This design comes from an exercise in tuning for a short achievable clock period and few clock cycles on the open sky130 flow, not from production work. Where RTL was checked, it was by simulation tests only, not by an equivalence proof against the original.

==> inputs of delta <==
// armCore
module armCore (
    input logic clk,
    input logic reset,
    output armPkg::word_t adr,
    output armPkg::word_t writeData,
    input armPkg::word_t readData,
    output logic memWrite
);
export LEC_CHECK = 0
export ABC_CLOCK_PERIOD_IN_PS = 2500
export CAP_MARGIN = 20
export CORE_MARGIN = 2
export CORE_UTILIZATION = 40
export SETUP_SLACK_MARGIN = 5
export SLEW_MARGIN = 20
create_clock -name core_clock -period 7.5 [get_ports {clk}]
run.sh (not shown) runs the stock make flow with config.mk's settings and CLKGATE_MAP_FILE= SYNTH_SCRIPT=/design/flow/synth_recipe.tcl, a recipe that flattens the netlist after the stock synthesis.
==> inputs of xenon, as changes to delta <==
--- a/flow/design.v
+++ b/flow/design.v
@@ -88,11 +88,15 @@
     logic andE, orrE, eorE, cinE;
     armPkg::cond_t condE;
     armPkg::regAddr_t rdE;
     armPkg::word_t aE, bE, cE, tgtE, pc4E;
     logic predE;
-    logic nFl, zFl, cF, vF;
+    armPkg::word_t zres;
+    logic cF, vF;
+    logic nFl, zFl;
+    assign nFl = zres[31];
+    assign zFl = (zres == '0);
     function automatic logic condEval(input armPkg::cond_t c, input logic n, input logic z,
                                       input logic cc, input logic v);
         case (c)
             4'b0000: condEval = z;
             4'b0001: condEval = ~z;
@@ -117,18 +121,10 @@
     armPkg::word_t resE;
     logic ovfE;
     assign condPassE = vE & condEval(condE, nFl, zFl, cF, vF);
     assign sum = {1'b0, aE} + {1'b0, bE} + {32'd0, cinE};
     assign ovfE = (aE[31] == bE[31]) && (sum[31] != aE[31]);
-    logic zeroE;
-    always_comb begin
-        if (andE) zeroE = ((aE & bE) == '0);
-        else if (orrE) zeroE = ((aE | bE) == '0);
-        else if (eorE) zeroE = (aE == bE);
-        else zeroE = ((aE[0] ^ bE[0]) == cinE) &&
-                     (((aE[31:1] ^ bE[31:1]) ^ (aE[30:0] | bE[30:0])) == '0);
-    end
     always_comb begin
         if (andE) resE = aE & bE;
         else if (orrE) resE = aE | bE;
         else if (eorE) resE = aE ^ bE;
         else resE = sum[31:0];
@@ -321,17 +317,15 @@
             predE <= predD;
         end
     end
     always_ff @(posedge clk or posedge reset) begin
         if (reset) begin
-            nFl <= 1'b0;
-            zFl <= 1'b0;
+            zres <= 32'd1;
             cF <= 1'b0;
             vF <= 1'b0;
         end else if (!busData && dpE && sE && condPassE) begin
-            nFl <= resE[31];
-            zFl <= zeroE;
+            zres <= resE;
             if (cvE) begin
                 cF <= sum[32];
                 vF <= ovfE;
             end
         end
==> flow/config.mk (replaced) <==
export PLATFORM = sky130hd
export DESIGN_NAME = armCore
export DESIGN_NICKNAME = armCore
export VERILOG_FILES = /design/flow/design.v
export SDC_FILE = /design/flow/constraint.sdc
export NUM_CORES = 4
export LEC_CHECK = 0
export CAP_MARGIN = 20
export CORE_MARGIN = 2
export CORE_UTILIZATION = 40
export SLEW_MARGIN = 20
==> summary.txt <==
Against xenon, the non-clock buffer count of delta is higher by 694. Against xenon, the die area of delta is smaller by 1.4%. Utilization: delta is higher than xenon (11 points). Critical path depth: delta is higher than xenon (6).
==> figures <==
item                                                                                    xenon                    delta
Clk cell area share                                                                     5.77%                    4.53%
Setup WS post-layout                                                                  2410 ps                  3460 ps
CP arrival                                                                            5520 ps                  4670 ps
Result of the run                                                     complete, no violations  complete, no violations
Headroom to the max-slew limit                                                          23.8%                    18.7%
Count of placed standard cells in the final layout, fillers left out                     5954                     6542
Met2 capacity usage during global routing                                               42.5%                    51.9%
Routed wire length on met2                                                           86000 um                104000 um
Worst reg2reg endpoint                                                                 bE[15]                 adrR[26]
Synth Net Count                                                                          4257                     4235
Number of rows created at floorplan                                                       132                      131
Function was not checked in any run of this note: the RTL went through the layout flow alone.

---

==> run a: inputs <==
Another version of the RTL of armCore (not shown whole).
Design armCore, start of the top module:
module armCore (
    input logic clk,
    input logic reset,
    output armPkg::word_t adr,
    output armPkg::word_t writeData,
    input armPkg::word_t readData,
    output logic memWrite
);
Settings: LEC_CHECK=0, CAP_MARGIN=40, CORE_MARGIN=2, CORE_UTILIZATION=40, SETUP_SLACK_MARGIN=5, SLEW_MARGIN=30, TNS_END_PERCENT=10; clock period 7.5 ns.
standard.sh (not shown) runs the stock make flow with config.mk's settings and CLKGATE_MAP_FILE= SYNTH_SCRIPT=/design/flow/synth_recipe.tcl, a recipe that flattens the netlist after the stock synthesis.
==> flow/flow/run.sh <==
#!/bin/bash
# Layout with the standard flow (standard.sh), changing two things about
# how the layout is made: every input and output port gets a buf_8 buffer
# instead of the resizer's default choice (a delay-type buffer that the
# footprint rule then keeps), and the resizer may swap a cell for one of
# another footprint. make's full output goes to flow.log; each ORFS step
# keeps its own log under orfs/logs.
set -euo pipefail
cd "$(dirname "$0")/.."
bash standard.sh "BUFFER_PORTS_ARGS=-buffer_cell sky130_fd_sc_hd__buf_8" MATCH_CELL_FOOTPRINT=0 finish > flow.log 2>&1
==> run b (differences from run a) <==
==> flow/run.sh (new file) <==
#!/bin/bash
# synth_recipe.tcl (not shown) runs the flow's synth.tcl, then flattens the netlist and writes it again
# the make line also repeats each setting of config.mk as NAME=value (left out here)
make -C /OpenROAD-flow-scripts/flow DESIGN_CONFIG=/design/flow/config.mk WORK_HOME=/design/flow/orfs CLKGATE_MAP_FILE= SYNTH_SCRIPT=/design/flow/synth_recipe.tcl finish
--- a/flow/config.mk
+++ b/flow/config.mk
@@ -7,7 +7,7 @@
 export LEC_CHECK = 0
 export CAP_MARGIN = 40
 export CORE_MARGIN = 2
-export CORE_UTILIZATION = 40
+export CORE_UTILIZATION = 50
 export SETUP_SLACK_MARGIN = 5
 export SLEW_MARGIN = 30
 export TNS_END_PERCENT = 10
removed: flow/flow/run.sh
removed: flow/standard.sh
==> metrics.cfg <==
[outcome]
status = timing/DRC/antenna clean

[critical_path]
worstSetupPathDepth = 14

[clocking]
worst_skew_pair.late_latency_ns = 0.97

[final_layout]
clockNetworkAreaShare_pct = 6.42
post-route-util_pct = 49.8

That was run a.
==> metrics.cfg <==
[critical_path]
worstSetupPathDepth = 13
start_kind = flip-flop

[outcome]
status = timing/DRC/antenna clean

[yosys]
synth_compound_area_share_pct = 13.3

[final_layout]
clockNetworkAreaShare_pct = 6.18
post-route-util_pct = 61.8

[clocking]
worst_skew_pair.late_latency_ns = 0.99

That was run b.
Testbench counts of run a, summed over its fixed seeds: cycles 76,424.
Testbench counts of run b, summed over its fixed seeds: cycles 76,424.

[what the ideal ports hide]
Ports are ideal in the flow. The routed layouts listed here were re-timed in OpenROAD.
Step 1 (the two cells are an assumption about what drives the block):
set clk [get_ports {clk}]
set_driving_cell -lib_cell sky130_fd_sc_hd__clkbuf_16 $clk
set_driving_cell -lib_cell sky130_fd_sc_hd__buf_2 [delete_from_list [all_inputs] $clk]
Step 2 adds t to the input delays and takes it off the output delays; t is the mean of the earliest and latest rising clock arrival at the registers after step 1. Input paths then give back, and output paths get back, about the clock's delay inside the block.
Slacks: no drivers / after step 1 / after step 2; pairs: no drivers / after step 1.
| run | t (ns) | slack for setup (ns) | latest minus earliest clock arrival (ns) |
|---|---|---|---|
| delta | 0.825 | 3.455 / 3.455 / 3.455 | 0.048 / 0.047 |
| xenon | 0.804 | 2.413 / 2.413 / 2.413 | 0.049 / 0.050 |
| run a | 1.030 | 3.584 / 3.584 / 2.786 | 0.085 / 0.085 |
| run b | 1.034 | 3.573 / 3.573 / 2.973 | 0.107 / 0.106 |
After both steps every run listed still meets setup and hold. For run a, which loses most, drivers alone change the setup slack by 0.000 ns; drivers and shift together by -0.798 ns.
